Background: an optimization exercise with open tools, aiming at small area, a short achievable clock period and few clock cycles per item. Do not read the settings as production practice. Where RTL was checked, it was by simulation tests only, not by an equivalence proof against the original. Function not checked in runs 4 and 5: the RTL went through the layout flow alone. Power figures rest on the tool's default switching activity, not on a simulated workload.

[config.mk]
export PLATFORM = sky130hd
export DESIGN_NAME = breakpoint_address_table_unit
export DESIGN_NICKNAME = breakpoint_address_table_unit
export VERILOG_FILES = /design/flow/design.v
export SDC_FILE = /design/flow/constraint.sdc
export NUM_CORES = 4
export LEC_CHECK = 0
export CAP_MARGIN = 20
export CORE_MARGIN = 2
export CORE_UTILIZATION = 40
export SETUP_SLACK_MARGIN = 3.5
export SLEW_MARGIN = 20
[constraint.sdc]
create_clock -name core_clock -period 6.0 [get_ports {clock}]
set_input_delay 1.2000 -clock core_clock [delete_from_list [all_inputs] [get_ports {clock}]]
set_output_delay 1.2000 -clock core_clock [all_outputs]
set_load 0.01 [all_outputs]
[design.v]
package bat_pkg;
   localparam int TABLE_ENTRIES = 16;
   localparam int ADDR_W        = 32;
   localparam int COUNT_OUT_W   = 5;
   localparam int CNT_W         = $clog2(TABLE_ENTRIES + 1);
   typedef enum logic [1:0] {
      OP_CHECK  = 2'd0,
      OP_SET    = 2'd1,
      OP_DELETE = 2'd2,
      OP_CLEAR  = 2'd3
   } op_type;
endpackage
module bat_ctrl (
   input  logic        clock,
   input  logic        reset,
   input  logic        req_valid,
   output logic        req_ready,
   output logic        req_fire,
   input  logic        res_valid,    
   input  logic        res_success,
   input  logic [bat_pkg::COUNT_OUT_W-1:0] res_count,
   output logic        rsp_valid,
   input  logic        rsp_ready,
   output logic        rsp_success,
   output logic [bat_pkg::COUNT_OUT_W-1:0] rsp_entry_count
);
   localparam int RW = bat_pkg::COUNT_OUT_W + 1;
   logic [2:0]    qv_ff;             
   logic [RW-1:0] q_ff [3];
   logic [RW-1:0] res;
   logic          pop;
   assign res = {res_success, res_count};
   assign pop = qv_ff[0] && rsp_ready;
   assign req_ready = !qv_ff[2] && !(qv_ff[1] && res_valid);
   assign req_fire  = req_valid && req_ready;
   assign rsp_valid       = qv_ff[0];
   assign rsp_success     = q_ff[0][RW-1];
   assign rsp_entry_count = q_ff[0][RW-2:0];
   logic [2:0]    qv_sh, qv_push;
   logic [RW-1:0] q_sh [3];
   always_comb begin
      qv_sh   = pop ? {1'b0, qv_ff[2:1]} : qv_ff;
      q_sh[0] = pop ? q_ff[1] : q_ff[0];
      q_sh[1] = pop ? q_ff[2] : q_ff[1];
      q_sh[2] = q_ff[2];
      qv_push = {3{res_valid}} & ~qv_sh & {qv_sh[1:0], 1'b1};
   end
   always_ff @(posedge clock) begin
      if (reset) begin
         qv_ff <= '0;
      end else begin
         qv_ff <= qv_sh | qv_push;
      end
   end
   always_ff @(posedge clock) begin
      for (int k = 0; k < 3; k++) begin
         q_ff[k] <= qv_sh[k] ? q_sh[k] : res;
      end
   end
endmodule
module bat_datapath (
   input  logic                            clock,
   input  logic                            reset,
   input  logic                            req_fire,
   input  logic [1:0]                      req_operation,
   input  logic [bat_pkg::ADDR_W-1:0]      req_address,
   output logic                            res_valid,
   output logic                            res_success,
   output logic [bat_pkg::COUNT_OUT_W-1:0] res_count
);
   localparam int N = bat_pkg::TABLE_ENTRIES;
   logic [bat_pkg::ADDR_W-1:0] addr_ff [N];
   logic [N-1:0]               valid_ff;
   logic [bat_pkg::CNT_W-1:0]  count_ff;
   logic                       v_ff;
   logic [1:0]                 op_ff;
   logic [bat_pkg::ADDR_W-1:0] key_ff;
   logic [N-1:0]               eq_ff;      
   logic                       fwd_ff;     
   logic [N-1:0]               ins_ff;     
   logic [N-1:0] eq_in;
   logic         fwd_in;
   logic [N-1:0] match, alloc, free_below;
   logic         hit, full, is_chk, is_set, is_del, is_clr, claim, drop;
   logic [N-1:0] valid_in;
   logic [bat_pkg::CNT_W-1:0] count_in;
   always_comb begin
      for (int i = 0; i < N; i++) begin
         eq_in[i] = (addr_ff[i] == req_address);
      end
      fwd_in = (key_ff == req_address);
   end
   always_ff @(posedge clock) begin
      if (reset) v_ff <= 1'b0;
      else       v_ff <= req_fire;
      op_ff  <= req_operation;
      key_ff <= req_address;
      eq_ff  <= eq_in;
      fwd_ff <= fwd_in;
   end
   always_comb begin
      is_chk = v_ff && (op_ff == bat_pkg::OP_CHECK);
      is_set = v_ff && (op_ff == bat_pkg::OP_SET);
      is_del = v_ff && (op_ff == bat_pkg::OP_DELETE);
      is_clr = v_ff && (op_ff == bat_pkg::OP_CLEAR);
      for (int i = 0; i < N; i++) begin
         match[i] = valid_ff[i] && (ins_ff[i] ? fwd_ff : eq_ff[i]);
      end
      hit  = |match;
      full = count_ff[bat_pkg::CNT_W-1];
      free_below[0] = 1'b0;
      for (int i = 1; i < N; i++) begin
         free_below[i] = free_below[i-1] || !valid_ff[i-1];
      end
      alloc = ~valid_ff & ~free_below;
      claim = is_set && !hit && !full;
      drop  = is_del && hit;
      for (int i = 0; i < N; i++) begin
         valid_in[i] = !is_clr && ((valid_ff[i] && !(is_del && match[i])) || (claim && alloc[i]));
      end
      if (is_clr)     count_in = '0;
      else if (claim) count_in = count_ff + bat_pkg::CNT_W'(1);
      else if (drop)  count_in = count_ff - bat_pkg::CNT_W'(1);
      else            count_in = count_ff;
      res_success = hit || is_clr || (is_set && !full);
   end
   assign res_valid = v_ff;
   assign res_count = bat_pkg::COUNT_OUT_W'(count_in);
   always_ff @(posedge clock) begin
      if (reset) begin
         valid_ff <= '0;
         count_ff <= '0;
      end else begin
         valid_ff <= valid_in;
         count_ff <= count_in;
      end
      ins_ff <= claim ? alloc : '0;
      for (int i = 0; i < N; i++) begin
         if (alloc[i]) addr_ff[i] <= key_ff;
      end
   end
endmodule
module breakpoint_address_table_unit (
   input  logic                   clock,
   input  logic                   reset,
   input  logic                   req_valid,
   output logic                   req_ready,
   input  logic [1:0]             req_operation,
   input  logic [bat_pkg::ADDR_W-1:0]      req_address,
   output logic                   rsp_valid,
   input  logic                   rsp_ready,
   output logic                   rsp_success,
   output logic [bat_pkg::COUNT_OUT_W-1:0] rsp_entry_count
);
   logic                            req_fire;
   logic                            res_valid;
   logic                            res_success;
   logic [bat_pkg::COUNT_OUT_W-1:0] res_count;
   bat_ctrl u_ctrl (
      .clock           (clock),
      .reset           (reset),
      .req_valid       (req_valid),
      .req_ready       (req_ready),
      .req_fire        (req_fire),
      .res_valid       (res_valid),
      .res_success     (res_success),
      .res_count       (res_count),
      .rsp_valid       (rsp_valid),
      .rsp_ready       (rsp_ready),
      .rsp_success     (rsp_success),
      .rsp_entry_count (rsp_entry_count)
   );
   bat_datapath u_datapath (
      .clock         (clock),
      .reset         (reset),
      .req_fire      (req_fire),
      .req_operation (req_operation),
      .req_address   (req_address),
      .res_valid     (res_valid),
      .res_success   (res_success),
      .res_count     (res_count)
   );
endmodule
[run.sh]
#!/bin/bash
# synth_recipe.tcl (not shown) runs the flow's synth.tcl, then flattens the netlist and writes it again
# the make line also repeats each setting of config.mk as NAME=value (left out here)
make -C /OpenROAD-flow-scripts/flow DESIGN_CONFIG=/design/flow/config.mk WORK_HOME=/design/flow/orfs CLKGATE_MAP_FILE= SYNTH_SCRIPT=/design/flow/synth_recipe.tcl finish
==> run summary, run 1 <==
Sink Count=approximately 620; CTS Buf Count=61; via count=about 15000; CP Launch Type=input port; largest family of logic cells by synthesized area=XOR/XNOR gates; Async SR Flop Fraction=0%; CP max stage delay=450 ps; area leader, netlist=edfxtp_1; share of layout cells above drive strength 1=18.4%; Synth Area in Compound Gates=1.47%; vias in the first global route=14200; Min-Delay Path Class=reg -> reg; filler cell count=5373; Clock Tree Buf Depth=3; Slew Viols, Final=0; Final Critical Period=around 2500 ps; #FFs+latches synth=approximately 620; cell with the most instances after synthesis=xor2_1; cells after synthesis=about 1700; PD cells=299 mW/mm^2; synth cell count leaders=545 x xor2_1, 530 x edfxtp_1, 137 x nor4_1; Detail Route Antenna Nets=0; Fmax=394 MHz; register area share after synthesis=69.9%; number of placement rows=between 90 and 100; Hold-fix buffers, CTS=0; MaxCap Viol Count=0; CTS clk-pin slew, worst paths=60 ps; max_slew headroom=27.2%; core area=0.0630 mm^2; P_leak=10.6 nW; Global Route Usage Sum=23.1%; RSZ-0062 raised after global routing=yes; vias per cell=5.36; Cell variety after synth=49; clk root buf=clkbuf_16; DRC viols=0; initial antenna violation count=2; DPL Wire Length=47.5 mm; Ys Warns=5; WL per Instance=28.0 um; Synth top area share=62.6%; Final setup viols=0; non-filler instance count after layout=2739; clock insertion delay at the later pin of the skew report=630 ps; RePlAce Congestion=0.858; final hold viol count=0; Syn Nets=1710; dominant cells by area after synthesis=edfxtp_1 63%, xor2_1 19%, dfxtp_1 7.2%, nor4_1 3.4%, clkbuf_1 1.1%; worst path required time=~6500 ps; Die X-Extent=256 um; Post-synth top flop=edfxtp_1; Nets=1880; Critical Path AT=3080 ps; post-synthesis mux area share=under 10%; Syn Area/Cell=15.2 um^2; CP Capture Type=flop; critical path, cell by cell=clkdlybuf4s50_1, buf_12, xor2_1, nor4_2, nand4_1, nor2_1; 1st-pass router iterations=5; CTS tree=done; status=timing/DRC/antenna clean; WHS=454 ps; Initial Util=40.4%; violation count after the first detailed-route iteration=1419; Buffers on Ports=45; adder-cell share of the synthesized area=0.0985%; crit-path max FO=15; slowest cell on the critical path=clkdlybuf4s50_1; GRT Residual Overflow=0; Post-Syn Area=~0.025 mm^2; Synth Area in Simple Gates=7.34%; Die Ht=256 um; xor/xnor share of the synthesized area=a little under a fifth; CTS H-tree lvls=2; largest net degree at the start of global routing=36; final WL=~77 mm; setup TNS=0 ps; die area=0.0656 mm^2; IO Count=46; dpl cells=about 2600; fin crit share=42.3%; Setup Crit Path Kind=in -> reg; Setup Skew=about 27 ps; first-pass GRT wire length=about 110 mm; Post-synth EDFFs=530; Max IR drop VDD=between 0.0002 and 0.0003 V; Pwr Total=9.13 mW; worst-margin pin slew=1090 ps; area grow syn2layout=20.1%
==> layout by cell type, fill, tap and decap left out, types with 6 or more instances in the layout <==
master,Yosys,final
xor2_1,545,545
edfxtp_1,530,530
nor4_1,137,108
buf_4,1,102
dfxtp_1,92,85
clkbuf_16,0,62
nand4_1,41,41
nor2_1,52,39
nand2_1,38,36
nor4_2,0,25
buf_12,0,25
clkdlybuf4s50_1,0,16
mux2_2,15,15
a21oi_1,16,15
nor3_1,18,15
clkbuf_1,72,15
nor2_4,0,14
clkinv_2,0,13
o21ai_0,13,12
clkbuf_8,0,10
nand3_1,9,9
inv_1,10,9
clkdlybuf4s15_2,0,9
buf_6,1,8
and2_1,7,7
clkinv_1,0,6
buf_16,0,6
clkdlybuf4s15_1,0,6
dfxtp_2,0,6
==> what timing repair did <==
item                       4_1_cts  5_1_grt
setup buffers                   21       41
setup endpoints to repair      225      150
cloned                           2        0
gates resized for setup        134       49
pin swaps                       15       13
==> state kept, by name, indices dropped and copies added, names as in the netlist <==
register and flops:
u_datapath.addr_ff 512, u_datapath.key_ff 32, u_ctrl.q_ff 18, u_datapath.eq_ff 16
u_datapath.ins_ff 16, u_datapath.valid_ff 16, u_datapath.count_ff 5, u_ctrl.qv_ff 3
u_datapath.op_ff 2, u_datapath.fwd_ff 1, u_datapath.v_ff 1
==> critical path: cells and delay by family <==
| kind | cells | cell delay [ps] |
|---|---|---|
| and+or+nand+nor | 3 | 1070 |
| buffers and inverters | 2 | 630 |
| xor gates and xnor gates | 1 | 170 |
==> logic make-up after synthesis <==
kind of cell / Yosys count
flip-flops: 622
XOR/XNOR: 545
adder cells (fa/ha/maj): 2
multiplexers: 23
buffers and inverters: 91
AND/OR/NAND/NOR: 331
AO/OA/AOI/OAI: 56
==> metal layers <==
| layer | vias to the layer above | track usage [%] | share of wire, % |
|---|---|---|---|
| met5 | - | 0 | 0 |
| met4 | 0 | 8.80 | 3.5 |
| met3 | 111 | 4.35 | 7.2 |
| met2 | 594 | 37.8 | 48 |
| met1 | 7550 | 30.6 | 41 |
| li1 | 6418 | - | - |
==> final timing paths <==
| check | endpoint | slack (ps) | from | depth (start not counted) |
|---|---|---|---|---|
| max | u_datapath.eq_ff[11]$_DFF_P_ | 3460 | req_address[17] | 6 |
| min | u_datapath.addr_ff[7][23]$_DFFE_PP_ | 450 | u_datapath.key_ff[23]$_DFF_P_ | 0 |
| max reg2reg | u_ctrl.q_ff[0][3]$_DFFE_PP_ | 3610 | u_datapath.fwd_ff$_DFF_P_ | 6 |
| min reg2reg | u_datapath.addr_ff[7][23]$_DFFE_PP_ | 450 | u_datapath.key_ff[23]$_DFF_P_ | 0 |
==> power breakdown <==
part | internal, mW | switching [mW]
logic | 0.192 | 0.374
registers | 4.72 | 0.0299
clock network | 2.18 | 1.64
total | 7.09 | 2.04
==> per-stage QoR <==
| step | util [%] | worst slack, ps | instance area (um^2) |
|---|---|---|---|
| after global routing | 48.5 | 3490 | 30500 |
| after global placement | 43.2 | 2000 | 27200 |
| final | 48.5 | 3460 | 30500 |
| after CTS | 47.5 | 3340 | 29900 |
| after detailed placement | 43.5 | 1970 | 27400 |
| after floorplan | - | 3360 | 25500 |
==> layout make-up <==
cell class | count | area [um^2] | area share [%]
clock buffers | 86 | 1730 | 5.68
clock inverters | 29 | 262 | 0.857
well taps | 846 | 1060 | 3.47
diodes | 1 | 2.50 | 0.00820
repair buffers | 186 | 1960 | 6.41
flip-flops and latches | 622 | 17800 | 58.2
inverters | 10 | 37.5 | 0.123
multi-input cells | 959 | 7690 | 25.2
Testbench counts, summed over its fixed seeds: cycles 6,008, items 6,000.
==> run 2: changes to the inputs <==
--- a/config.mk
+++ b/config.mk
@@ -5,8 +5,9 @@
 export SDC_FILE = /design/flow/constraint.sdc
 export NUM_CORES = 4
 export LEC_CHECK = 0
+export ABC_CLOCK_PERIOD_IN_PS = 2000
 export CAP_MARGIN = 20
 export CORE_MARGIN = 2
 export CORE_UTILIZATION = 40
-export SETUP_SLACK_MARGIN = 3.5
+export SETUP_SLACK_MARGIN = 4.0
 export SLEW_MARGIN = 20
==> run summary, run 2 <==
clock power share=42.6% (+0.8 points); vias per cell=5.50 (+2.6%); crit path buf inv count=1 (-1); crit-path max FO=2 (-13); CP Capture Type=primary output; Global Route Usage Sum=25.6% (+2.5 points); cell with the most instances after synthesis=xor2_1; slowest cell on the critical path=dfxtp_4; area leader, netlist=edfxtp_1; Slew Viols, Final=0 (unchanged); Fmax=410 MHz (+4.1%); first-pass GRT wire length=118 mm (+10%); Post-synth EDFFs=530 (unchanged); Max IR drop VDD=0.000211 V (-18%); Buffers on Ports=45 (unchanged); clk root buf=clkbuf_16; fin crit share=40.6% (-1.7 points); die area=0.0656 mm^2 (unchanged); Top reg by flops=u_datapath.addr_ff; Syn Area/Cell=15.2 um^2 (unchanged); RSZ-0062 raised after global routing=yes; Switch Pwr=2.19 mW (+7.3%); top flop regs=u_datapath.addr_ff x512, u_datapath.key_ff x32, u_ctrl.q_ff x18; Clock Tree Buf Depth=3 (unchanged); via count=15900 (+8.1%); Final setup viols=0 (unchanged); leading cell type in the layout, fill and taps excluded=edfxtp_1; Final Critical Period=2440 ps (-99.4 ps); CTS H-tree lvls=3 (+1); Async SR Flop Fraction=0% (unchanged); area grow syn2layout=34.6%; Detail Route Antenna Nets=0 (unchanged); core area=0.0630 mm^2 (unchanged); DRC viols=0 (unchanged); DPL Wire Length=49.6 mm (+4.3%); Setup Crit Path Kind=reg -> out; final hold viol count=0 (unchanged); GRT Residual Overflow=0 (unchanged); non-filler instance count after layout=2886 (+5.4%); Post-synth top flop=edfxtp_1; status=timing/DRC/antenna clean; Min-Delay Path Class=reg -> reg; MaxCap Viol Count=0 (unchanged); setup TNS=0 ps (unchanged); Hold Startpoint=u_datapath.key_ff[3]$_DFF_P_; WL per Instance=29.9 um (+7.0%); CP Launch Type=flop; Initial Util=40.4% (unchanged); PD cells=280 mW/mm^2 (-6.6%); register area share after synthesis=69.9% (unchanged); dpl cells=2561 (+0.20%); Worst Setup SP=u_ctrl.qv_ff[1]$_SDFF_PP0_; Post-Syn Area=0.0254 mm^2 (unchanged); vias in the first global route=15300 (+7.3%); number of placement rows=92 (unchanged); 1st-pass router iterations=5 (unchanged); Seq pwr share=49.7% (-2.3 points); #FFs+latches synth=622 (unchanged); critical path, cell by cell=a21oi_2, buf_2; Hold Path Cell Cnt=0 (unchanged); clock insertion delay at the later pin of the skew report=620 ps (about the same); reg2reg start=u_datapath.fwd_ff$_DFF_P_; Cell variety after synth=49 (unchanged); cells after synthesis=1670 (unchanged); Die Ht=256 um (unchanged); FF-to-FF End=u_ctrl.q_ff[1][4]$_DFFE_PP_; initial antenna violation count=2 (unchanged); worst path required time=4800 ps (-1740 ps); CTS clk-pin slew, worst paths=60 ps (about the same); share of layout cells above drive strength 1=32.0% (+14 points); FF-to-FF setup slack=3690 ps (+80 ps); violation count after the first detailed-route iteration=1910 (+35%); Syn Nets=1710 (unchanged); P_leak=12.1 nW (+14%); Die X-Extent=256 um (unchanged); Nets=2025 (+7.7%); Synth top area share=62.6% (unchanged); synth cell count leaders=545 x xor2_1, 530 x edfxtp_1, 137 x nor4_1; Hold Path Sink=u_datapath.addr_ff[10][3]$_DFFE_PP_; WHS=426 ps (-27.9 ps); CTS tree=done; combinational power share=7.7% (+1.5 points); Switching Share=22.9% (+0.56 points); Critical Path AT=1240 ps (-1840 ps); largest net degree at the start of global routing=36 (unchanged); R2R cell count=8 (+2); most frequent cells in the layout=530 x edfxtp_1, 519 x xor2_1, 144 x buf_4, 78 x dfxtp_1, 76 x buf_12; CTS Buf Count=68 (+11%); final WL=86.4 mm (+13%); IO Count=46 (unchanged); worst-margin pin slew=1140 ps (+47.8 ps); Largest register FFs=512 (unchanged); dominant cells by area after synthesis=edfxtp_1 63%, xor2_1 19%, dfxtp_1 7.2%, nor4_1 3.4%, clkbuf_1 1.1%; CP max stage delay=340 ps (-110 ps); internal power=7.37 mW (+3.9%); delay-heaviest family, CP=flip-flops; RePlAce Congestion=0.851 (-0.84%); Sink Count=622 (unchanged); Ys Warns=5 (unchanged); max_slew headroom=24.0% (-3.2 points); Setup Skew=23.7 ps (-3.36 ps)
-- run 2: cell counts after synthesis --
Identical to the previous run, type by type.
-- run 2: power by group through the flow --
stage	Sequential [mW]	Combinational [mW]	Clock [mW]
2_1_floorplan	4.86	0.327	0
3_3_place_gp	4.84	0.508	0
3_5_place_dp	4.85	0.511	0
4_1_cts	4.75	0.668	4.10
5_1_grt	4.75	0.760	4.28
6_report	4.75	0.736	4.07
-- run 2: repair_timing --
item	4_1_cts	5_1_grt
buffers inserted	119	53
hold buffers	0	0
gates resized for setup	579	148
gates cloned	21	6
endpoints found under the setup margin	466	228
pin swaps	120	83
-- run 2: cells by family after synthesis --
logic type / share of synthesized area (%)
XOR/XNOR: 18.8
AO/OA/AOI/OAI: 1.47
AND/OR/NAND/NOR: 7.34
multiplexers: 1.02
adder cells (fa/ha/maj): 0.0984
buffers and inverters: 1.42
flip-flops: 69.9
-- run 2: area by class of cell --
cell class / instances / area, um^2
sequential: 622 / 17800
multi-input combinational: 960 / 8950
clock buffer: 97 / 1910
fill: 4916 / 28800
tap: 846 / 1060
timing repair buffer: 323 / 4210
clock inverter: 27 / 226
antenna: 1 / 2.50
inverter: 10 / 50.0
-- run 2: worst max-delay path by stage --
stage          cells after the start  slack (ps)                                   to
2_1_floorplan                      7        3420  u_datapath.addr_ff[11][0]$_DFFE_PN_
4_1_cts                            2        3550                            req_ready
3_5_place_dp                       6        1830          u_datapath.eq_ff[4]$_DFF_P_
5_1_grt                            2        3520                            req_ready
6_report                           2        3560                            req_ready
3_3_place_gp                       6        1700         u_datapath.eq_ff[15]$_DFF_P_
-- run 2: layer usage --
metal	track usage (%)	up-vias	part of all wire [%]
met2	41.2	749	48
met4	11.5	0	4.4
li1	-	6714	-
met5	0	-	0
met1	33.9	8237	40
met3	4.66	164	7.8
-- run 2: per-stage QoR --
step / util (%) / area, um^2 / setup WS [ps] / total power [mW]
after global routing: 54.3 / 34200 / 3520 / 9.79
final: 54.3 / 34200 / 3560 / 9.56
after floorplan: - / 26800 / 3420 / 5.18
after CTS: 52.2 / 32900 / 3550 / 9.52
after detailed placement: 43.6 / 27400 / 1830 / 5.36
after global placement: 43.4 / 27300 / 1700 / 5.35
==> run 3: changes to the inputs <==
--- a/config.mk
+++ b/config.mk
@@ -5,9 +5,7 @@
 export SDC_FILE = /design/flow/constraint.sdc
 export NUM_CORES = 4
 export LEC_CHECK = 0
-export ABC_CLOCK_PERIOD_IN_PS = 2000
 export CAP_MARGIN = 20
 export CORE_MARGIN = 2
 export CORE_UTILIZATION = 40
-export SETUP_SLACK_MARGIN = 4.0
 export SLEW_MARGIN = 20
==> run summary, run 3 <==
Resize count post-CTS=0 (-100%); share of layout cells above drive strength 1=12.3% (-20 points); 1st-pass router iterations=7 (+2); WL per Instance=28.2 um (-5.7%); Die X-Extent=256 um (unchanged); Clock Tree Buf Depth=3 (unchanged); dpl cells=2559 (-0.078%); Post-Syn Area=0.0254 mm^2 (unchanged); core area=0.0630 mm^2 (unchanged); MaxCap Viol Count=0 (unchanged); vias per cell=5.39 (-1.9%); violation count after the first detailed-route iteration=1728 (-9.5%); largest family of logic cells by synthesized area=XOR/XNOR gates; final WL=76.0 mm (-12%); fin crit share=56.9% (+16 points); Detail Route Antenna Nets=0 (unchanged); Final Critical Period=3410 ps (+974 ps); crit-path max FO=12 (+10); Fmax=293 MHz (-29%); CP Capture Type=flop; Syn Nets=1710 (unchanged); fin util=47.2% (-7.2 points); Async SR Flop Fraction=0% (unchanged); CTS tree=done; CTS H-tree lvls=3 (unchanged); Synth top area share=62.6% (unchanged); post-synthesis mux area share=1.02% (unchanged); initial antenna violation count=3 (+1); Final setup viols=0 (unchanged); synth cell count leaders=545 x xor2_1, 530 x edfxtp_1, 137 x nor4_1; Synth Area in Compound Gates=1.47% (unchanged); Design Area, Final=0.0297 mm^2 (-13%); Cell variety after synth=49 (unchanged); CTS clk-pin slew, worst paths=60 ps (about the same); die area=0.0656 mm^2 (unchanged); Slew Viols, Final=0 (unchanged); Buffers on Ports=45 (unchanged); DRC viols=0 (unchanged); Setup Crit Path Kind=in -> reg; RSZ-0062 raised after global routing=no; Largest register FFs=512 (unchanged); Critical Path AT=3950 ps (+2710 ps); dominant cells by area after synthesis=edfxtp_1 63%, xor2_1 19%, dfxtp_1 7.2%, nor4_1 3.4%, clkbuf_1 1.1%; cells after synthesis=1670 (unchanged); setup TNS=0 ps (unchanged); #FFs+latches synth=622 (unchanged); area grow syn2layout=16.8%; max_slew headroom=22.0% (-2.0 points); PD cells=318 mW/mm^2 (+14%); via count=14500 (-8.5%); Nets=1829 (-9.7%); non-filler instance count after layout=2692 (-6.7%); IO Count=46 (unchanged); largest net degree at the start of global routing=36 (unchanged); Syn Area/Cell=15.2 um^2 (unchanged); Max IR drop VDD=0.000228 V (+7.9%); top flop regs=u_datapath.addr_ff x512, u_datapath.key_ff x32, u_ctrl.q_ff x18; most frequent cells in the layout=545 x xor2_1, 530 x edfxtp_1, 137 x nor4_1, 92 x dfxtp_1, 75 x buf_4; cell with the most instances after synthesis=xor2_1; CP Launch Type=input port; placed cell areas=0.0274 mm^2 (-0.28%); worst-margin pin slew=1170 ps (+27.1 ps); number of placement rows=92 (unchanged); register area share after synthesis=69.9% (unchanged); Synth Area in Simple Gates=7.34% (unchanged); Hold-fix buffers, CTS=0 (unchanged); Die Ht=256 um (unchanged); leading cell type in the layout, fill and taps excluded=xor2_1; final hold viol count=0 (unchanged); clk root buf=clkbuf_16; first-pass GRT wire length=108 mm (-8.4%); Post-CTS Repair Setup Buffers=0 (-100%); DPL Wire Length=47.6 mm (-4.1%); adder-cell share of the synthesized area=0.0985% (unchanged); Post-synth EDFFs=530 (unchanged); Initial Util=40.4% (unchanged); GRT Residual Overflow=0 (unchanged); vias in the first global route=14400 (-5.5%); clock insertion delay at the later pin of the skew report=610 ps (about the same); CTS Buf Count=69 (+1.5%); status=timing/DRC/antenna clean; Ys Warns=5 (unchanged); RePlAce Congestion=0.846 (-0.58%); Sink Count=622 (unchanged); Post-synth top flop=edfxtp_1; area leader, netlist=edfxtp_1; xor/xnor share of the synthesized area=18.8% (unchanged); Min-Delay Path Class=reg -> reg; Global Route Usage Sum=23.3% (-2.3 points); worst path required time=6540 ps (+1740 ps); P_leak=10.3 nW (-15%); Setup Skew=22.5 ps (-1.22 ps); Top reg by flops=u_datapath.addr_ff
-- run 3: through the flow --
step	hold WS [ps]	total power, mW	setup slack [ps]
after floorplan	464	5.10	1850
after global placement	480	5.36	1940
after detailed placement	493	5.36	2020
after CTS	505	9.50	2630
after global routing	550	9.71	2460
final	505	9.44	2590
-- run 3: logic make-up after synthesis --
group | Yosys count
AND/OR/NAND/NOR | 331
adder cells (fa/ha/maj) | 2
flip-flops | 622
multiplexers | 23
AO/OA/AOI/OAI | 56
buffers and inverters | 91
XOR/XNOR | 545
-- run 3: final cells by class --
cell class	instances	area, um^2
fillers	5427	33300
flip-flops and latches	622	17800
multi-input cells	957	7400
clock buffers	94	1930
repair buffers	129	1220
well taps	846	1060
clock inverters	32	288
inverters	10	37.5
diodes	2	5.00
-- run 3: routing by layer --
layer  up-vias  GRT usage (%)  share of wire [%]
met1      7468           31.7                 42
met4         2           8.30                3.2
li1       6321              -                  -
met3       122           3.50                7.0
met5         -              0              0.018
met2       600           38.0                 48
-- run 3: path summary, 6_finish.rpt --
kind	from	end	slack, ps	cells past startpoint
worst min register to register	u_datapath.valid_ff[15]$_SDFF_PP0_	u_datapath.valid_ff[15]$_SDFF_PP0_	500	2
worst max-delay path	req_address[29]	u_datapath.eq_ff[12]$_DFF_P_	2590	6
worst max register to register	u_datapath.valid_ff[1]$_SDFF_PP0_	u_datapath.addr_ff[12][9]$_DFFE_PN_	2600	5
worst min-delay path	u_datapath.valid_ff[15]$_SDFF_PP0_	u_datapath.valid_ff[15]$_SDFF_PP0_	500	2
-- run 3: worst max-delay path, stage by stage --
cell             delay, ps
clkdlybuf4s50_1        900
buf_4                  430
xor2_1                 110
nor4_1                 930
nand4_1                210
nor2_1                 150
-- run 3: report_power, final --
group	total [mW]	internal [mW]	leakage (nW)	switching [mW]
logic	0.522	0.158	3.57	0.363
clock network	4.17	2.44	1.09	1.73
registers	4.75	4.72	5.62	0.0235
==> run 4: changes to the inputs <==
--- a/design.v
+++ b/design.v
@@ -31,8 +31,10 @@
    logic          pop;
    assign res = {res_success, res_count};
    assign pop = qv_ff[0] && rsp_ready;
-   assign req_ready = !qv_ff[2] && !(qv_ff[1] && res_valid);
-   assign req_fire  = req_valid && req_ready;
+   logic          ready_ff;
+   logic [2:0]    qv_in;
+   assign req_ready = ready_ff;
+   assign req_fire  = req_valid && ready_ff;
    assign rsp_valid       = qv_ff[0];
    assign rsp_success     = q_ff[0][RW-1];
    assign rsp_entry_count = q_ff[0][RW-2:0];
@@ -45,11 +47,14 @@
       q_sh[2] = q_ff[2];
       qv_push = {3{res_valid}} & ~qv_sh & {qv_sh[1:0], 1'b1};
    end
+   assign qv_in = qv_sh | qv_push;
    always_ff @(posedge clock) begin
       if (reset) begin
-         qv_ff <= '0;
+         qv_ff    <= '0;
+         ready_ff <= 1'b1;
       end else begin
-         qv_ff <= qv_sh | qv_push;
+         qv_ff    <= qv_in;
+         ready_ff <= !qv_in[2] && !(qv_in[1] && req_fire);
       end
    end
    always_ff @(posedge clock) begin
--- a/config.mk
+++ b/config.mk
@@ -8,4 +8,5 @@
 export CAP_MARGIN = 20
 export CORE_MARGIN = 2
 export CORE_UTILIZATION = 40
+export SETUP_SLACK_MARGIN = 3.7
 export SLEW_MARGIN = 20
==> run summary, run 4 <==
status=timing/DRC/antenna clean; final WL=81.5 mm (+7.2%); setup TNS=0 ps (unchanged); WL per Instance=29.3 um (+3.9%); CTS H-tree lvls=3 (unchanged); Syn Area/Cell=15.4 um^2 (+1.4%); die area=0.0653 mm^2 (-0.40%); IO Count=46 (unchanged); FF-to-FF setup slack=3750 ps (+1150 ps); Hold Path Sink=u_datapath.v_ff$_SDFF_PP0_; Largest register FFs=512 (unchanged); dominant cells by area after synthesis=edfxtp_1 63%, xor2_1 19%, dfxtp_1 7.4%, nor4_1 3.4%, clkbuf_1 1.0%; violation count after the first detailed-route iteration=1884 (+9.0%); Post-synth top flop=edfxtp_1; Nets=1917 (+4.8%); Slew Viols, Final=0 (unchanged); CTS clk-pin slew, worst paths=60 ps (about the same); Synth top area share=62.9% (+0.25 points); clock power share=43.2% (-1.0 points); worst-margin pin slew=1110 ps (-52.0 ps); Post-synth EDFFs=530 (unchanged); initial antenna violation count=4 (+1); largest net degree at the start of global routing=37 (+2.8%); CP Capture Type=flop; Die X-Extent=256 um (-0.20%); core area=0.0629 mm^2 (-0.18%); GRT Residual Overflow=0 (unchanged); combinational power share=6.9% (+1.4 points); 1st-pass router iterations=5 (-2); Switch Pwr=2.13 mW (+0.90%); worst path required time=6520 ps (-20 ps); fin crit share=39.9% (-17 points); MaxCap Viol Count=0 (unchanged); Critical Path AT=2920 ps (-1030 ps); vias in the first global route=14700 (+1.8%); FF-to-FF End=u_ctrl.q_ff[0][3]$_DFFE_PP_; Pwr Total=9.53 mW (+1.0%); fin util=50.4% (+3.3 points); Top reg by flops=u_datapath.addr_ff; Die Ht=256 um (-0.20%); cell with the most instances after synthesis=xor2_1; CP Launch Type=input port; RePlAce Congestion=0.837 (-1.0%); Setup Skew=25.7 ps (+3.24 ps); clock insertion delay at the later pin of the skew report=610 ps (about the same); Hold Path Cell Cnt=2 (unchanged); CTS Buf Count=66 (-4.3%); register area share after synthesis=70.2% (+0.36 points); DPL Wire Length=47.2 mm (-0.72%); Final Critical Period=2390 ps (-1020 ps); clk root buf=clkbuf_16; Sink Count=623 (+0.16%); Post-Syn Area=0.0253 mm^2 (-0.40%); Hold Startpoint=u_ctrl.ready_ff$_SDFF_PP1_; area leader, netlist=edfxtp_1; Ys Warns=5 (unchanged); area grow syn2layout=25.2%; RSZ-0062 raised after global routing=yes; cells after synthesis=1640 (-1.8%); reg2reg start=u_datapath.fwd_ff$_DFF_P_; crit-path max FO=3 (-9); Fmax=418 MHz (+43%); Async SR Flop Fraction=0% (unchanged); max_slew headroom=25.6% (+3.6 points); P_leak=11.1 nW (+8.3%); Switching Share=22.4% (about the same); share of layout cells above drive strength 1=23.6% (+11 points); filler cell count=5306 (-2.2%); #FFs+latches synth=623 (+0.16%); leading cell type in the layout, fill and taps excluded=xor2_1; CTS tree=done; internal power=7.40 mW (+1.0%); top flop regs=u_datapath.addr_ff x512, u_datapath.key_ff x32, u_ctrl.q_ff x18; PD cells=301 mW/mm^2 (-5.4%); R2R cell count=6 (+1); DRC viols=0 (unchanged); Cell variety after synth=44 (-10%); Clock Tree Buf Depth=3 (unchanged); Seq pwr share=49.9% (-0.4 points); number of placement rows=92 (unchanged); Buffers on Ports=45 (unchanged); Syn Nets=1680 (-1.8%); Max IR drop VDD=0.000166 V (-27%); Global Route Usage Sum=24.5% (+1.2 points); Initial Util=40.3% (-0.089 points); most frequent cells in the layout=533 x xor2_1, 530 x edfxtp_1, 134 x buf_4, 90 x nor4_1, 86 x dfxtp_1; final hold viol count=0 (unchanged); first-pass GRT wire length=111 mm (+3.1%); Setup Crit Path Kind=in -> reg; Detail Route Antenna Nets=0 (unchanged); synth cell count leaders=544 x xor2_1, 530 x edfxtp_1, 137 x nor4_1; Min-Delay Path Class=reg -> reg; vias per cell=5.48 (+1.6%); via count=15200 (+4.9%); Final setup viols=0 (unchanged)
[run 4: cell types whose count changed after synthesis, sizes merged, moves of 4 or more]
cell    previous run  this run
and2               7         3
o21ai             13         8
a21boi             1         6
nand4             42        37
nand2             38        25
mux2i              6         1
a22oi              4         8
nor2              52        46
o21a               5        10
[run 4: area by class of cell]
class | instances | area, um^2 | area share (%)
multi-input combinational | 936 | 7940 | 25.1
tap | 846 | 1060 | 3.34
clock inverter | 20 | 185 | 0.584
timing repair buffer | 243 | 2690 | 8.48
inverter | 7 | 26.3 | 0.0829
antenna | 2 | 5.00 | 0.0158
clock buffer | 101 | 1990 | 6.28
sequential | 623 | 17800 | 56.1
[run 4: repair_timing]
item / in CTS / in global routing
pin swaps: 55 / 44
buffers inserted: 93 / 17
endpoints found under the hold margin: 0 / 0
hold buffers: 0 / 0
endpoints found under the setup margin: 361 / 322
gates cloned: 4 / 6
gates resized for setup: 270 / 83
[run 4: routing by layer]
layer | global-route usage [%] | part of all wire, % | vias to the layer above
met2 | 38.9 | 47 | 807
li1 | - | - | 6480
met5 | 0 | 0 | -
met3 | 5.99 | 10 | 139
met1 | 32.4 | 39 | 7792
met4 | 9.50 | 3.7 | 0
[run 4: through the flow]
step,worst slack [ps],hold slack [ps],cells,instance area (um^2)
2_1_floorplan,3400,464,1640,25600
3_3_place_gp,1710,432,2527,27200
3_5_place_dp,1700,447,2535,27400
4_1_cts,3640,444,2753,31200
5_1_grt,3550,465,2776,31700
6_report,3610,443,2778,31700
[run 4: worst max-delay path by stage]
stage | start | endpoint | cells past startpoint
CTS | req_address[0] | u_datapath.eq_ff[15]$_DFF_P_ | 5
detailed placement | req_address[8] | u_datapath.eq_ff[15]$_DFF_P_ | 7
global route | req_address[8] | u_datapath.eq_ff[15]$_DFF_P_ | 7
finish | req_address[8] | u_datapath.eq_ff[15]$_DFF_P_ | 7
floorplan | u_datapath.valid_ff[1]$_SDFF_PP0_ | u_datapath.addr_ff[12][0]$_DFFE_PN_ | 6
global placement | req_address[8] | u_datapath.eq_ff[15]$_DFF_P_ | 7
[run 4: power by group through the flow]
stage / clock network, mW / logic (mW) / registers, mW
after floorplan: 0 / 0.252 / 4.86
after global placement: 0 / 0.511 / 4.85
after detailed placement: 0 / 0.512 / 4.85
after CTS: 4.16 / 0.635 / 4.76
after global routing: 4.34 / 0.685 / 4.76
final: 4.12 / 0.660 / 4.76
[run 4: kinds of logic after synthesis]
kind of cell               share of synthesized area [%]
AOI/OAI and AO/OA                                   1.67
buffers and inverters                               1.38
muxes                                              0.870
DFF                                                 70.2
and+or+nand+nor                                     6.89
adders and majority gates                         0.0988
xor gates and xnor gates                            18.9
[run 4: worst max-delay path, stage by stage]
cell and delay (ps):
buf_16 120, buf_12 120, buf_12 130, xor2_4 150, nor4_4 320, nand4_1 590
nor2_1 260
==> run 5: changes to the inputs <==
--- a/config.mk
+++ b/config.mk
@@ -7,6 +7,7 @@
 export LEC_CHECK = 0
 export CAP_MARGIN = 20
 export CORE_MARGIN = 2
-export CORE_UTILIZATION = 40
+export CORE_UTILIZATION = 65
+export CTS_BUF_LIST = sky130_fd_sc_hd__clkbuf_4 sky130_fd_sc_hd__clkbuf_8
 export SETUP_SLACK_MARGIN = 3.7
 export SLEW_MARGIN = 20
==> run summary, run 5 <==
Largest register FFs=512 (unchanged); via count=15300 (+0.58%); delay-heaviest family, CP=flip-flops; Synth top area share=62.9% (unchanged); number of placement rows=72 (-22%); most frequent cells in the layout=544 x xor2_1, 530 x edfxtp_1, 112 x clkbuf_8, 102 x nor4_1, 98 x buf_4; Seq pwr share=52.8% (+2.9 points); Post-Syn Area=0.0253 mm^2 (unchanged); 1st-pass router iterations=6 (+1); Synth Area in Compound Gates=1.67% (unchanged); worst-margin pin slew=1140 ps (+26.8 ps); DRC viols=0 (unchanged); Ys Warns=5 (unchanged); CP max stage delay=370 ps (-220 ps); violation count after the first detailed-route iteration=1998 (+6.1%); Nets=1888 (-1.5%); post-synthesis mux area share=0.870% (unchanged); P_leak=10.7 nW (-3.6%); #FFs+latches synth=623 (unchanged); CTS Buf Count=97 (+47%); clock insertion delay at the later pin of the skew report=670 ps (+60 ps); Synth Area in Simple Gates=6.89% (unchanged); Switch Pwr=2.05 mW (-4.0%); WL per Instance=30.7 um (+4.5%); Initial Util=65.6% (+25 points); Setup Skew=23.3 ps (-2.41 ps); core area=0.0386 mm^2 (-39%); synth cell count leaders=544 x xor2_1, 530 x edfxtp_1, 137 x nor4_1; area grow syn2layout=18.9%; first-pass GRT wire length=105 mm (-5.8%); GRT Residual Overflow=0 (unchanged); cell with the most instances after synthesis=xor2_1; top flop regs=u_datapath.addr_ff x512, u_datapath.key_ff x32, u_ctrl.q_ff x18; Hold Path Cell Cnt=1 (-1); Syn Area/Cell=15.4 um^2 (unchanged); WHS=471 ps (+28.3 ps); Global Route Usage Sum=37.1% (+13 points); status=timing/DRC/antenna clean; cells after synthesis=1640 (unchanged); largest family of logic cells by synthesized area=XOR/XNOR gates; Final Critical Period=2380 ps (-18.8 ps); clk root buf=clkbuf_8; MaxCap Viol Count=0 (unchanged); CP Capture Type=primary output; PD cells=300 mW/mm^2 (-0.37%); slowest cell on the critical path=edfxtp_1; initial antenna violation count=6 (+2); share of layout cells above drive strength 1=23.0% (-0.60 points); adder-cell share of the synthesized area=0.0989% (unchanged); vias per cell=6.26 (+14%); Cell variety after synth=44 (unchanged); FF-to-FF End=u_ctrl.q_ff[0][3]$_DFFE_PP_; largest net degree at the start of global routing=36 (-2.7%); Slew Viols, Final=0 (unchanged); pre-CTS setup slack=1850 ps (+152 ps); vias in the first global route=14900 (+1.8%); reg2reg start=u_datapath.fwd_ff$_DFF_P_; register area share after synthesis=70.2% (unchanged); Fmax=421 MHz (+0.79%); final WL=75.0 mm (-8.0%); FF-to-FF setup slack=3730 ps (-20 ps); final hold viol count=0 (unchanged); Hold Startpoint=u_ctrl.ready_ff$_SDFF_PP1_; Critical Path AT=1180 ps (-1740 ps); leading cell type in the layout, fill and taps excluded=xor2_1; combinational power share=6.4% (-0.5 points); Post-synth top flop=edfxtp_1; RePlAce Congestion=0.883 (+5.5%); setup TNS=0 ps (unchanged); DPL Wire Length=43.9 mm (-6.9%); Die X-Extent=201 um (-21%); setup ws final=3620 ps (+18.8 ps); Hold Path Sink=u_ctrl.ready_ff$_SDFF_PP1_; clock power share=40.8% (-2.4 points); crit-path max FO=1 (-2); max_slew headroom=23.8% (-1.8 points); Sink Count=623 (unchanged); CP Launch Type=flop; R2R cell count=6 (unchanged); Detail Route Antenna Nets=0 (unchanged); Final setup viols=0 (unchanged); crit path buf inv count=1 (-2); critical path, cell by cell=buf_2; die area=0.0405 mm^2 (-38%); CTS clk-pin slew, worst paths=60 ps (about the same); fin crit share=39.6% (-0.31 points); CTS tree=done; Syn Nets=1680 (unchanged); Async SR Flop Fraction=0% (unchanged); RSZ-0062 raised after global routing=yes; Top reg by flops=u_datapath.addr_ff; CTS H-tree lvls=3 (unchanged); Post-synth EDFFs=530 (unchanged); dominant cells by area after synthesis=edfxtp_1 63%, xor2_1 19%, dfxtp_1 7.4%, nor4_1 3.4%, clkbuf_1 1.0%; Max IR drop VDD=0.000233 V (+40%); worst path required time=4800 ps (-1720 ps); area leader, netlist=edfxtp_1; Switching Share=22.7% (+0.33 points); Min-Delay Path Class=reg -> reg; Setup Crit Path Kind=reg -> out; Clock Tree Buf Depth=3 (unchanged); xor/xnor share of the synthesized area=18.9% (unchanged); internal power=6.97 mW (-5.8%); IO Count=46 (unchanged); Die Ht=201 um (-21%); Buffers on Ports=45 (unchanged)
run 5: layer usage:
| metal | wire length [um] | GRT usage [%] |
|---|---|---|
| met4 | 3160 | 14.4 |
| met1 | 27800 | 51.8 |
| met3 | 9940 | 10.6 |
| met2 | 34100 | 55.9 |
| met5 | 23 | 0 |
run 5: cell type report:
cell class,instances,area [um^2]
clock inverters,18,123
inverters,7,26.3
diodes,1,2.50
well taps,518,648
clock buffers,161,1910
flip-flops and latches,623,17800
multi-input cells,936,7720
fillers,2347,8470
repair buffers,183,1870
run 5: through the flow:
step	util (%)	cells	power, mW	area [um^2]
2_1_floorplan	-	1640	5.11	25600
3_3_place_gp	69.3	2192	5.33	26700
3_5_place_dp	69.4	2194	5.34	26800
4_1_cts	76.8	2417	9.00	29600
5_1_grt	78.0	2446	9.25	30100
6_report	78.0	2447	9.02	30100
run 5: power by group through the flow:
stage / combinational (mW) / clock [mW] / sequential [mW]
after global placement: 0.486 / 0 / 4.85
after global routing: 0.599 / 3.89 / 4.76
final: 0.579 / 3.68 / 4.76
after floorplan: 0.252 / 0 / 4.86
after detailed placement: 0.494 / 0 / 4.85
after CTS: 0.543 / 3.70 / 4.76
run 5: logic make-up after synthesis:
group                    count (synthesis)
buffers and inverters                   85
AO/OA/AOI/OAI                           61
XOR/XNOR                               545
adder cells (fa/ha/maj)                  2
flip-flops                             623
multiplexers                            19
AND/OR/NAND/NOR                        305
run 5: worst max path at each step:
stage                                       from                             endpoint  slack, ps  depth (start not counted)
6_report             u_ctrl.q_ff[0][3]$_DFFE_PP_                   rsp_entry_count[3]       3620                          1
5_1_grt              u_ctrl.q_ff[0][3]$_DFFE_PP_                   rsp_entry_count[3]       3560                          1
4_1_cts              u_ctrl.q_ff[0][3]$_DFFE_PP_                   rsp_entry_count[3]       3570                          1
3_5_place_dp                     req_address[11]          u_datapath.eq_ff[5]$_DFF_P_       1850                          5
3_3_place_gp                     req_address[11]          u_datapath.eq_ff[5]$_DFF_P_       1870                          5
2_1_floorplan  u_datapath.valid_ff[1]$_SDFF_PP0_  u_datapath.addr_ff[12][0]$_DFFE_PN_       3400                          6
run 5: repair_timing:
action,4_1_cts,5_1_grt
cloned,6,2
endpoints found under the setup margin,345,280
buffers inserted,38,23
pin swaps,26,21
resized for setup,226,46
hold buffers,0,0
endpoints found under the hold margin,0,0
==> run 6: changes to the inputs <==
--- a/design.v
+++ b/design.v
@@ -81,19 +81,17 @@
    logic [1:0]                 op_ff;
    logic [bat_pkg::ADDR_W-1:0] key_ff;
    logic [N-1:0]               eq_ff;      
-   logic                       fwd_ff;     
-   logic [N-1:0]               ins_ff;     
    logic [N-1:0] eq_in;
-   logic         fwd_in;
+   logic         fwd;
    logic [N-1:0] match, alloc, free_below;
    logic         hit, full, is_chk, is_set, is_del, is_clr, claim, drop;
    logic [N-1:0] valid_in;
    logic [bat_pkg::CNT_W-1:0] count_in;
    always_comb begin
+      fwd = (key_ff == req_address);
       for (int i = 0; i < N; i++) begin
-         eq_in[i] = (addr_ff[i] == req_address);
+         eq_in[i] = alloc[i] ? fwd : (addr_ff[i] == req_address);
       end
-      fwd_in = (key_ff == req_address);
    end
    always_ff @(posedge clock) begin
       if (reset) v_ff <= 1'b0;
@@ -101,7 +99,6 @@
       op_ff  <= req_operation;
       key_ff <= req_address;
       eq_ff  <= eq_in;
-      fwd_ff <= fwd_in;
    end
    always_comb begin
       is_chk = v_ff && (op_ff == bat_pkg::OP_CHECK);
@@ -109,7 +106,7 @@
       is_del = v_ff && (op_ff == bat_pkg::OP_DELETE);
       is_clr = v_ff && (op_ff == bat_pkg::OP_CLEAR);
       for (int i = 0; i < N; i++) begin
-         match[i] = valid_ff[i] && (ins_ff[i] ? fwd_ff : eq_ff[i]);
+         match[i] = valid_ff[i] && eq_ff[i];
       end
       hit  = |match;
       full = count_ff[bat_pkg::CNT_W-1];
@@ -139,7 +136,6 @@
          valid_ff <= valid_in;
          count_ff <= count_in;
       end
-      ins_ff <= claim ? alloc : '0;
       for (int i = 0; i < N; i++) begin
          if (alloc[i]) addr_ff[i] <= key_ff;
       end
==> run summary, run 6 <==
register area share after synthesis=70.3% (+0.11 points); Switch Pwr=2.02 mW (-1.2%); #FFs+latches synth=606 (-2.7%); Max IR drop VDD=0.000303 V (+30%); Ys Warns=5 (unchanged); Setup Crit Path Kind=in -> reg; FF-to-FF setup slack=3750 ps (+20 ps); RePlAce Congestion=0.915 (+3.6%); Final setup viols=0 (unchanged); FF-to-FF End=u_datapath.eq_ff[15]$_DFF_P_; WL per Instance=31.9 um (+3.9%); Largest register FFs=512 (unchanged); CTS clk-pin slew, worst paths=60 ps (about the same); Top reg by flops=u_datapath.addr_ff; crit-path max FO=5 (+4); cell with the most instances after synthesis=edfxtp_1; Final Critical Period=2480 ps (+101 ps); Post-Syn Area=0.0248 mm^2 (-2.1%); slowest cell on the critical path=xnor2_1; Slew Viols, Final=0 (unchanged); Detail Route Antenna Nets=0 (unchanged); worst-margin pin slew=988 ps (-154 ps); Buffers on Ports=45 (unchanged); first-pass GRT wire length=107 mm (+2.0%); core area=0.0376 mm^2 (-2.5%); status=timing/DRC/antenna clean; die area=0.0397 mm^2 (-2.0%); RSZ-0062 raised after global routing=yes; crit path buf inv count=3 (+2); MaxCap Viol Count=0 (unchanged); combinational power share=7.7% (+1.3 points); dominant cells by area after synthesis=edfxtp_1 64%, xnor2_1 17%, dfxtp_1 6.1%, nand4_1 3.2%, xor2_1 2.2%; pre-CTS setup slack=1590 ps (-254 ps); largest net degree at the start of global routing=35 (-2.8%); setup TNS=0 ps (unchanged); clock power share=40.0% (-0.8 points); internal power=6.87 mW (-1.4%); area grow syn2layout=21.3%; Nets=1885 (-0.16%); CP Launch Type=input port; critical path, cell by cell=buf_6, buf_12, bufbuf_16, xnor2_1, nand4_1, nor4_2, nand2_1, mux2i_1; top flop regs=u_datapath.addr_ff x512, u_datapath.key_ff x32, u_ctrl.q_ff x18; Seq pwr share=52.3% (-0.5 points); Post-synth top flop=edfxtp_1; Hold Startpoint=u_datapath.key_ff[5]$_DFF_P_; Synth top area share=64.2% (+1.3 points); Min-Delay Path Class=reg -> reg; clk root buf=clkbuf_8; clock insertion delay at the later pin of the skew report=670 ps (about the same); final WL=77.5 mm (+3.3%); Sink Count=606 (-2.7%); Async SR Flop Fraction=0% (unchanged); IO Count=46 (unchanged); Fmax=404 MHz (-4.1%); CTS tree=done; Die X-Extent=199 um (-1.0%); Hold Path Cell Cnt=0 (-1); Critical Path AT=3070 ps (+1890 ps); CP Capture Type=flop; initial antenna violation count=1 (-5); via count=15300 (-0.059%); Global Route Usage Sum=40.1% (+3.0 points); number of placement rows=71 (-1.4%); CTS Buf Count=94 (-3.1%); leading cell type in the layout, fill and taps excluded=edfxtp_1; setup ws final=3520 ps (-101 ps); 1st-pass router iterations=5 (-1); reg2reg start=u_datapath.key_ff[28]$_DFF_P_; PD cells=296 mW/mm^2 (-1.3%); DRC viols=0 (unchanged); Hold Path Sink=u_datapath.addr_ff[7][5]$_DFFE_PP_; Die Ht=199 um (-1.0%); Switching Share=22.7% (+0.036 points); vias per cell=6.29 (+0.56%); worst path required time=6600 ps (+1800 ps); share of layout cells above drive strength 1=25.4% (+2.3 points); area leader, netlist=edfxtp_1; vias in the first global route=14600 (-2.1%); CP max stage delay=460 ps (+90 ps); final hold viol count=0 (unchanged); cells after synthesis=1599 (-2.5%); Clock Tree Buf Depth=3 (unchanged); synth cell count leaders=530 x edfxtp_1, 486 x xnor2_1, 128 x nand4_1; GRT Residual Overflow=0 (unchanged); most frequent cells in the layout=530 x edfxtp_1, 455 x xnor2_1, 131 x buf_4, 128 x nand4_1, 111 x clkbuf_8; max_slew headroom=34.1% (+10 points); DPL Wire Length=46.0 mm (+4.8%); P_leak=9.79 nW (-8.8%); Initial Util=66.0% (+0.32 points); delay-heaviest family, CP=simple AND/OR/NAND/NOR gates; R2R cell count=6 (unchanged); fin crit share=41.3% (+1.7 points); Syn Nets=1639 (-2.4%); antenna fix cells=0 (-1); CTS H-tree lvls=3 (unchanged); violation count after the first detailed-route iteration=2175 (+8.9%); Post-synth EDFFs=530 (unchanged); Syn Area/Cell=15.5 um^2 (+0.44%); Setup Skew=30.3 ps (+6.96 ps); filler cell count=2114 (-9.9%); Cell variety after synth=40 (-9.1%)
==> run 6: kinds of logic after synthesis <==
family / count (synthesis) / share of synthesized area, %
DFF: 606 / 70.3
AOI/OAI and AO/OA: 47 / 1.31
adders and majority gates: 2 / 0.101
and+or+nand+nor: 297 / 6.65
buffers and inverters: 79 / 1.38
xor gates and xnor gates: 548 / 19.4
muxes: 20 / 0.828
==> run 6: layer usage <==
metal | vias to the layer above | part of all wire [%] | track usage, %
met5 | - | 0.017 | 0
met4 | 2 | 5.9 | 22.2
met3 | 218 | 12 | 8.78
met2 | 1111 | 45 | 60.5
met1 | 7632 | 37 | 54.9
li1 | 6335 | - | -
==> run 6: worst max-delay path by stage <==
stage	cells after the start	endpoint	slack (ps)	startpoint
final	8	u_datapath.eq_ff[14]$_DFF_P_	3520	req_address[7]
after global routing	8	u_datapath.eq_ff[14]$_DFF_P_	3570	req_address[7]
after CTS	1	rsp_success	3580	u_ctrl.q_ff[0][5]$_DFFE_PP_
after detailed placement	7	u_datapath.eq_ff[2]$_DFF_P_	1590	req_address[5]
after global placement	7	u_datapath.eq_ff[2]$_DFF_P_	1710	req_address[5]
after floorplan	6	u_datapath.valid_ff[12]$_SDFF_PP0_	2960	u_datapath.valid_ff[0]$_SDFF_PP0_
==> run 6: power groups by stage <==
stage / sequential [mW] / combinational [mW] / clock [mW]
2_1_floorplan: 4.75 / 0.312 / 0
3_3_place_gp: 4.74 / 0.550 / 0
3_5_place_dp: 4.74 / 0.555 / 0
4_1_cts: 4.65 / 0.637 / 3.57
5_1_grt: 4.65 / 0.696 / 3.75
6_report: 4.65 / 0.683 / 3.56
==> run 6: final cells by class <==
cell class	count	area [um^2]	share of cell area, %
Clock inverter	11	56.3	0.187
Multi-Input combinational cell	914	7720	25.7
Sequential cell	606	17500	58.0
Tap cell	511	639	2.13
Timing Repair Buffer	224	2290	7.60
Clock buffer	161	1900	6.31
Inverter	5	18.8	0.0624
==> run 6: what timing repair did <==
action                                  in CTS  in global routing
endpoints found under the setup margin     323                233
cloned                                       4                  0
gates resized for setup                    263                 81
hold buffers                                 0                  0
setup buffers                               61                 27
endpoints found under the hold margin        0                  0
pin swaps                                   26                 26
==> run 6: metrics by stage <==
stage / hold WS, ps / cell area (um^2) / cells / total power, mW / util (%)
finish: 423 / 30100 / 2432 / 8.89 / 80.0
global route: 461 / 30100 / 2432 / 9.10 / 80.0
CTS: 423 / 29600 / 2405 / 8.85 / 78.6
detailed placement: 417 / 26500 / 2168 / 5.29 / 70.5
global placement: 414 / 26500 / 2167 / 5.29 / 70.5
floorplan: 422 / 25400 / 1599 / 5.06 / -
Testbench counts of run 6, summed over its fixed seeds: cycles 6,008, items 6,000.
==> run 7: changes to the inputs <==
--- a/config.mk
+++ b/config.mk
@@ -8,6 +8,8 @@
 export CAP_MARGIN = 20
 export CORE_MARGIN = 2
 export CORE_UTILIZATION = 65
-export CTS_BUF_LIST = sky130_fd_sc_hd__clkbuf_4 sky130_fd_sc_hd__clkbuf_8
+export CTS_BUF_LIST = sky130_fd_sc_hd__clkbuf_8 sky130_fd_sc_hd__clkbuf_16
+export CTS_CLUSTER_DIAMETER = 60
+export CTS_CLUSTER_SIZE = 18
 export SETUP_SLACK_MARGIN = 3.7
 export SLEW_MARGIN = 20
==> run summary, run 7 <==
status=timing/DRC/antenna clean; Design Area, Final=0.0298 mm^2 (-0.81%); Top reg by flops=u_datapath.addr_ff; Slew Viols, Final=0 (unchanged); Die X-Extent=199 um (unchanged); MaxCap Viol Count=0 (unchanged); Switching Share=22.5% (-0.21 points); area leader, netlist=edfxtp_1; register area share after synthesis=70.3% (unchanged); Critical Path AT=2920 ps (-150 ps); violation count after the first detailed-route iteration=2373 (+9.1%); most frequent cells in the layout=530 x edfxtp_1, 446 x xnor2_1, 140 x buf_4, 128 x nand4_1, 66 x dfxtp_1; Syn Nets=1639 (unchanged); combinational power share=8.5% (+0.8 points); #FFs+latches synth=606 (unchanged); Nets=1848 (-2.0%); adder-cell share of the synthesized area=0.101% (unchanged); Min-Delay Path Class=reg -> reg; CP max stage delay=610 ps (+150 ps); number of placement rows=71 (unchanged); 1st-pass router iterations=5 (unchanged); IO Count=46 (unchanged); vias in the first global route=14000 (-4.0%); GRT Residual Overflow=0 (unchanged); CTS Buf Count=42 (-55%); Initial Util=66.0% (unchanged); CTS tree=done; synth cell count leaders=530 x edfxtp_1, 486 x xnor2_1, 128 x nand4_1; crit-path max FO=3 (-2); setup TNS=0 ps (unchanged); final WL=76.7 mm (-1.0%); share of layout cells above drive strength 1=22.4% (-3.0 points); leading cell type in the layout, fill and taps excluded=edfxtp_1; Synth top area share=64.2% (unchanged); placed cell areas=0.0265 mm^2 (unchanged); clock insertion delay at the later pin of the skew report=600 ps (-70 ps); filler cell count=2078 (-1.7%); top flop regs=u_datapath.addr_ff x512, u_datapath.key_ff x32, u_ctrl.q_ff x18; Async SR Flop Fraction=0% (unchanged); via count=15000 (-1.9%); RSZ-0062 raised after global routing=yes; CP Capture Type=flop; Buffers on Ports=45 (unchanged); Post-synth EDFFs=530 (unchanged); worst path required time=6490 ps (-110 ps); Fmax=413 MHz (+2.3%); antenna fix cells=0 (unchanged); vias per cell=6.38 (+1.4%); Post-synth top flop=edfxtp_1; Synth Area in Simple Gates=6.65% (unchanged); dominant cells by area after synthesis=edfxtp_1 64%, xnor2_1 17%, dfxtp_1 6.1%, nand4_1 3.2%, xor2_1 2.2%; Syn Area/Cell=15.5 um^2 (unchanged); non-filler instance count after layout=2352 (-3.3%); Cell variety after synth=40 (unchanged); Max IR drop VDD=0.000288 V (-5.0%); Die Ht=199 um (unchanged); Critical Path Most Common Cell=nand4_1; PD cells=278 mW/mm^2 (-6.0%); max_slew headroom=29.2% (-4.9 points); Post-Syn Area=0.0248 mm^2 (unchanged); Detail Route Antenna Nets=0 (unchanged); internal power=6.43 mW (-6.5%); dpl cells=2168 (unchanged); xor/xnor share of the synthesized area=19.4% (unchanged); Largest register FFs=512 (unchanged); P_leak=9.68 nW (-1.1%); Synth Area in Compound Gates=1.31% (unchanged); DRC viols=0 (unchanged); Global Route Usage Sum=39.9% (-0.23 points); first-pass GRT wire length=106 mm (-0.83%); area grow syn2layout=20.3%; Clock Tree Buf Depth=3 (unchanged); critical path, cell by cell=buf_6, buf_12, xnor2_2, nand4_1, or4_4, nor4_4, nand4_1, o32ai_2; clock power share=35.5% (-4.5 points); Final Critical Period=2420 ps (-55.1 ps); worst-margin pin slew=1060 ps (+73.0 ps); largest net degree at the start of global routing=35 (unchanged); Setup Crit Path Kind=in -> reg; CTS H-tree lvls=2 (-1); largest family of logic cells by synthesized area=XOR/XNOR gates; Ys Warns=5 (unchanged); cell with the most instances after synthesis=edfxtp_1; CP Launch Type=input port; Switch Pwr=1.87 mW (-7.6%); CTS clk-pin slew, worst paths=80 ps (+20 ps); Seq pwr share=56.0% (+3.7 points); die area=0.0397 mm^2 (unchanged); fin crit share=40.4% (-0.92 points); core area=0.0376 mm^2 (unchanged); slowest cell on the critical path=or4_4; WL per Instance=32.6 um (+2.3%); initial antenna violation count=1 (unchanged); post-synthesis mux area share=0.828% (unchanged); final hold viol count=0 (unchanged); cells after synthesis=1599 (unchanged); Final setup viols=0 (unchanged); clk root buf=clkbuf_16; DPL Wire Length=46.0 mm (unchanged); Hold-fix buffers, CTS=0 (unchanged); Setup Skew=28.0 ps (-2.32 ps); RePlAce Congestion=0.915 (unchanged); Sink Count=606 (unchanged)
[run 7: area by class of cell]
| cell class | instances | area, um^2 | share of cell area, % |
|---|---|---|---|
| Multi-Input combinational cell | 914 | 7910 | 26.5 |
| Timing Repair Buffer | 239 | 2440 | 8.17 |
| Sequential cell | 606 | 17400 | 58.5 |
| Inverter | 5 | 18.8 | 0.0629 |
| Tap cell | 511 | 639 | 2.14 |
| Clock buffer | 46 | 1120 | 3.75 |
| Clock inverter | 31 | 249 | 0.835 |
[run 7: repair_timing]
action	in CTS	in global routing
setup buffers	84	21
setup endpoints to repair	324	138
cloned	2	0
gates resized for setup	295	87
pin swaps	35	49
[run 7: path summary, 6_finish.rpt]
path	start	to	slack [ps]	cells after the start
worst max-delay path	req_address[15]	u_datapath.eq_ff[2]$_DFF_P_	3580	8
worst min-delay path	u_datapath.key_ff[5]$_DFF_P_	u_datapath.addr_ff[7][5]$_DFFE_PP_	430	0
worst max register to register	u_datapath.key_ff[4]$_DFF_P_	u_datapath.eq_ff[15]$_DFF_P_	3700	7
worst min register to register	u_datapath.key_ff[5]$_DFF_P_	u_datapath.addr_ff[7][5]$_DFFE_PP_	430	0
[run 7: per-stage QoR]
step	worst slack [ps]	hold slack, ps	power (mW)	util [%]
global route	3570	462	8.47	79.4
detailed placement	1590	417	5.29	70.5
CTS	3520	434	8.25	77.9
finish	3580	434	8.29	79.4
floorplan	2960	422	5.06	-
global placement	1710	414	5.29	70.5
[run 7: metal layers]
metal | part of all wire, % | GRT usage [%] | wire (um) | up-vias
met5 | 0.017 | 0 | 13 | -
met4 | 5.8 | 18.2 | 4420 | 2
met3 | 13 | 8.02 | 9710 | 208
met2 | 45 | 61.1 | 34800 | 1061
met1 | 36 | 55.8 | 27700 | 7512
li1 | - | - | - | 6226
[run 7: worst max-delay path, delay by kind of cell]
kind | cells | cell delay [ps]
XOR/XNOR | 1 | 160
buffers and inverters | 2 | 230
AND/OR/NAND/NOR | 4 | 1160
AO/OA/AOI/OAI | 1 | 170
[run 7: cells by family (layout without fill, tap and decap cells)]
logic type	after synthesis	after routing
flip-flops	606	606
XOR/XNOR	548	548
AND/OR/NAND/NOR	297	297
buffers and inverters	79	321
AO/OA/AOI/OAI	47	47
multiplexers	20	20
adder cells (fa/ha/maj)	2	2
[run 7: power groups by stage]
stage | combinational, mW | sequential (mW) | clock (mW)
2_1_floorplan | 0.312 | 4.75 | 0
3_3_place_gp | 0.550 | 4.74 | 0
3_5_place_dp | 0.555 | 4.74 | 0
4_1_cts | 0.658 | 4.64 | 2.95
5_1_grt | 0.721 | 4.65 | 3.10
6_report | 0.703 | 4.64 | 2.95
==> run 8: changes to the inputs <==
==> config.mk (replaced) <==
export PLATFORM = sky130hd
export DESIGN_NAME = breakpoint_address_table_unit
export DESIGN_NICKNAME = breakpoint_address_table_unit
export VERILOG_FILES = /design/flow/design.v
export SDC_FILE = /design/flow/constraint.sdc
export NUM_CORES = 4
export LEC_CHECK = 0
export CAP_MARGIN = 0
export CORE_MARGIN = 2
export CORE_UTILIZATION = 65
export CTS_BUF_LIST = sky130_fd_sc_hd__clkbuf_16
export CTS_CLUSTER_DIAMETER = 100
export CTS_CLUSTER_SIZE = 30
export SETUP_SLACK_MARGIN = 3.7
export SLEW_MARGIN = 0
==> run summary, run 8 <==
final hold viol count=0 (unchanged); vias per cell=6.51 (+2.0%); xor/xnor share of the synthesized area=19.4% (unchanged); setup TNS=0 ps (unchanged); non-filler instance count after layout=2316 (-1.5%); Clock Tree Buf Depth=3 (unchanged); DPL Wire Length=45.9 mm (-0.25%); CTS clk-pin slew, worst paths=110 ps (+30 ps); Max IR drop VDD=0.000310 V (+7.6%); post-synthesis mux area share=0.828% (unchanged); Setup Crit Path Kind=in -> reg; Syn Nets=1639 (unchanged); Final Critical Period=2360 ps (-58.3 ps); die area=0.0397 mm^2 (unchanged); Pwr Total=7.40 mW (-11%); Hold Path Cell Cnt=0 (unchanged); Die Ht=199 um (unchanged); number of placement rows=71 (unchanged); largest net degree at the start of global routing=35 (unchanged); Setup Skew=30.3 ps (+2.37 ps); GRT Residual Overflow=0 (unchanged); core area=0.0376 mm^2 (unchanged); largest family of logic cells by synthesized area=XOR/XNOR gates; Die X-Extent=199 um (unchanged); dominant cells by area after synthesis=edfxtp_1 64%, xnor2_1 17%, dfxtp_1 6.1%, nand4_1 3.2%, xor2_1 2.2%; CTS H-tree lvls=1 (-1); Design Area, Final=0.0292 mm^2 (-2.0%); CP Launch Type=input port; Fmax=423 MHz (+2.5%); P_leak=9.35 nW (-3.4%); Hold Startpoint=u_datapath.key_ff[5]$_DFF_P_; area of the multi-input gates=0.00788 mm^2 (-0.43%); Synth Area in Compound Gates=1.31% (unchanged); most frequent cells in the layout=530 x edfxtp_1, 446 x xnor2_1, 135 x buf_4, 128 x nand4_1; synth cell count leaders=530 x edfxtp_1, 486 x xnor2_1, 128 x nand4_1; Post-synth EDFFs=530 (unchanged); Nets=1826 (-1.2%); Syn Area/Cell=15.5 um^2 (unchanged); placed cell areas=0.0265 mm^2 (about the same); FF-to-FF End=u_ctrl.q_ff[1][0]$_DFFE_PP_; Post-Syn Area=0.0248 mm^2 (unchanged); via count=15100 (+0.44%); area grow syn2layout=18.0%; vias in the first global route=14000 (-0.62%); Ys Warns=5 (unchanged); RSZ-0062 raised after global routing=yes; CTS Buf Count=24 (-43%); PD cells=253 mW/mm^2 (-9.0%); Buffers on Ports=45 (unchanged); Detail Route Antenna Nets=0 (unchanged); Global Route Usage Sum=39.5% (-0.42 points); #FFs+latches synth=606 (unchanged); CP Capture Type=flop; FF-to-FF setup slack=3740 ps (+40 ps); worst-margin pin slew=1300 ps (+239 ps); Synth top area share=64.2% (unchanged); Hold Path Sink=u_datapath.addr_ff[7][5]$_DFFE_PP_; violation count after the first detailed-route iteration=2478 (+4.4%); 1st-pass router iterations=6 (+1); clk root buf=clkbuf_16; worst path required time=6530 ps (+40 ps); CTS tree=done; filler cell count=2226 (+7.1%); dpl cells=2167 (-0.046%); Slew Viols, Final=0 (unchanged); R2R cell count=6 (-1); cell with the most instances after synthesis=edfxtp_1; status=timing/DRC/antenna clean; DRC viols=0 (unchanged); Hold-fix buffers, CTS=0 (unchanged); MaxCap Viol Count=0 (unchanged)
## run 8: cell counts after synthesis
No cell type changed its count.
## run 8: cells by family after synthesis
family / Yosys count
buffers and inverters: 79
and+or+nand+nor: 297
adders and majority gates: 2
AOI/OAI and AO/OA: 47
muxes: 20
xor gates and xnor gates: 548
DFF: 606
## run 8: report_power, final
group | switching [mW] | total (mW) | internal, mW | leakage, nW
clock network | 1.26 | 2.04 | 0.777 | 0.415
logic | 0.412 | 0.713 | 0.301 | 3.44
registers | 0.0339 | 4.64 | 4.61 | 5.50
total | 1.71 | 7.40 | 5.69 | 9.35
## run 8: worst max-delay path: stages
cell and delay, ps:
buf_4 230, buf_4 230, xnor2_1 130, nand4_1 320
nor4_4 560, nand2_1 90, mux2i_1 130
## run 8: repair_timing
| action | 4_1_cts | 5_1_grt |
|---|---|---|
| endpoints found under the hold margin | 0 | 0 |
| resized for setup | 309 | 93 |
| pin swaps | 34 | 46 |
| cloned | 6 | 0 |
| buffers inserted | 78 | 20 |
| setup endpoints to repair | 323 | 129 |
## run 8: through the flow
| step | utilization, % | worst slack [ps] | hold WS [ps] |
|---|---|---|---|
| final | 77.8 | 3640 | 450 |
| after global routing | 77.8 | 3600 | 471 |
| after CTS | 76.4 | 3540 | 450 |
| after detailed placement | 70.5 | 1640 | 424 |
| after global placement | 70.5 | 1710 | 414 |
| after floorplan | - | 2960 | 422 |
## run 8: worst max path at each step
stage	to	slack (ps)	depth (start not counted)
5_1_grt	u_datapath.eq_ff[2]$_DFF_P_	3600	8
4_1_cts	u_datapath.eq_ff[2]$_DFF_P_	3540	8
3_5_place_dp	u_datapath.eq_ff[2]$_DFF_P_	1640	7
6_report	u_datapath.eq_ff[13]$_DFF_P_	3640	7
2_1_floorplan	u_datapath.valid_ff[12]$_SDFF_PP0_	2960	6
3_3_place_gp	u_datapath.eq_ff[2]$_DFF_P_	1710	7
## run 8: cell type report
cell class	count	area share (%)
timing repair buffer	235	8.61
inverter	5	0.0642
sequential	606	59.7
multi-input combinational	914	27.0
antenna	1	0.00856
tap	511	2.19
clock inverter	19	0.334
clock buffer	25	2.14
## run 8: layer usage
metal | up-vias | wire length, um | GRT usage (%) | share of wire [%]
met3 | 181 | 9620 | 7.68 | 13
met5 | - | 8 | 0 | 0.011
met4 | 2 | 3720 | 16.2 | 4.9
li1 | 6167 | - | - | -
met2 | 1150 | 35100 | 61.4 | 46
met1 | 7575 | 27700 | 55.4 | 36
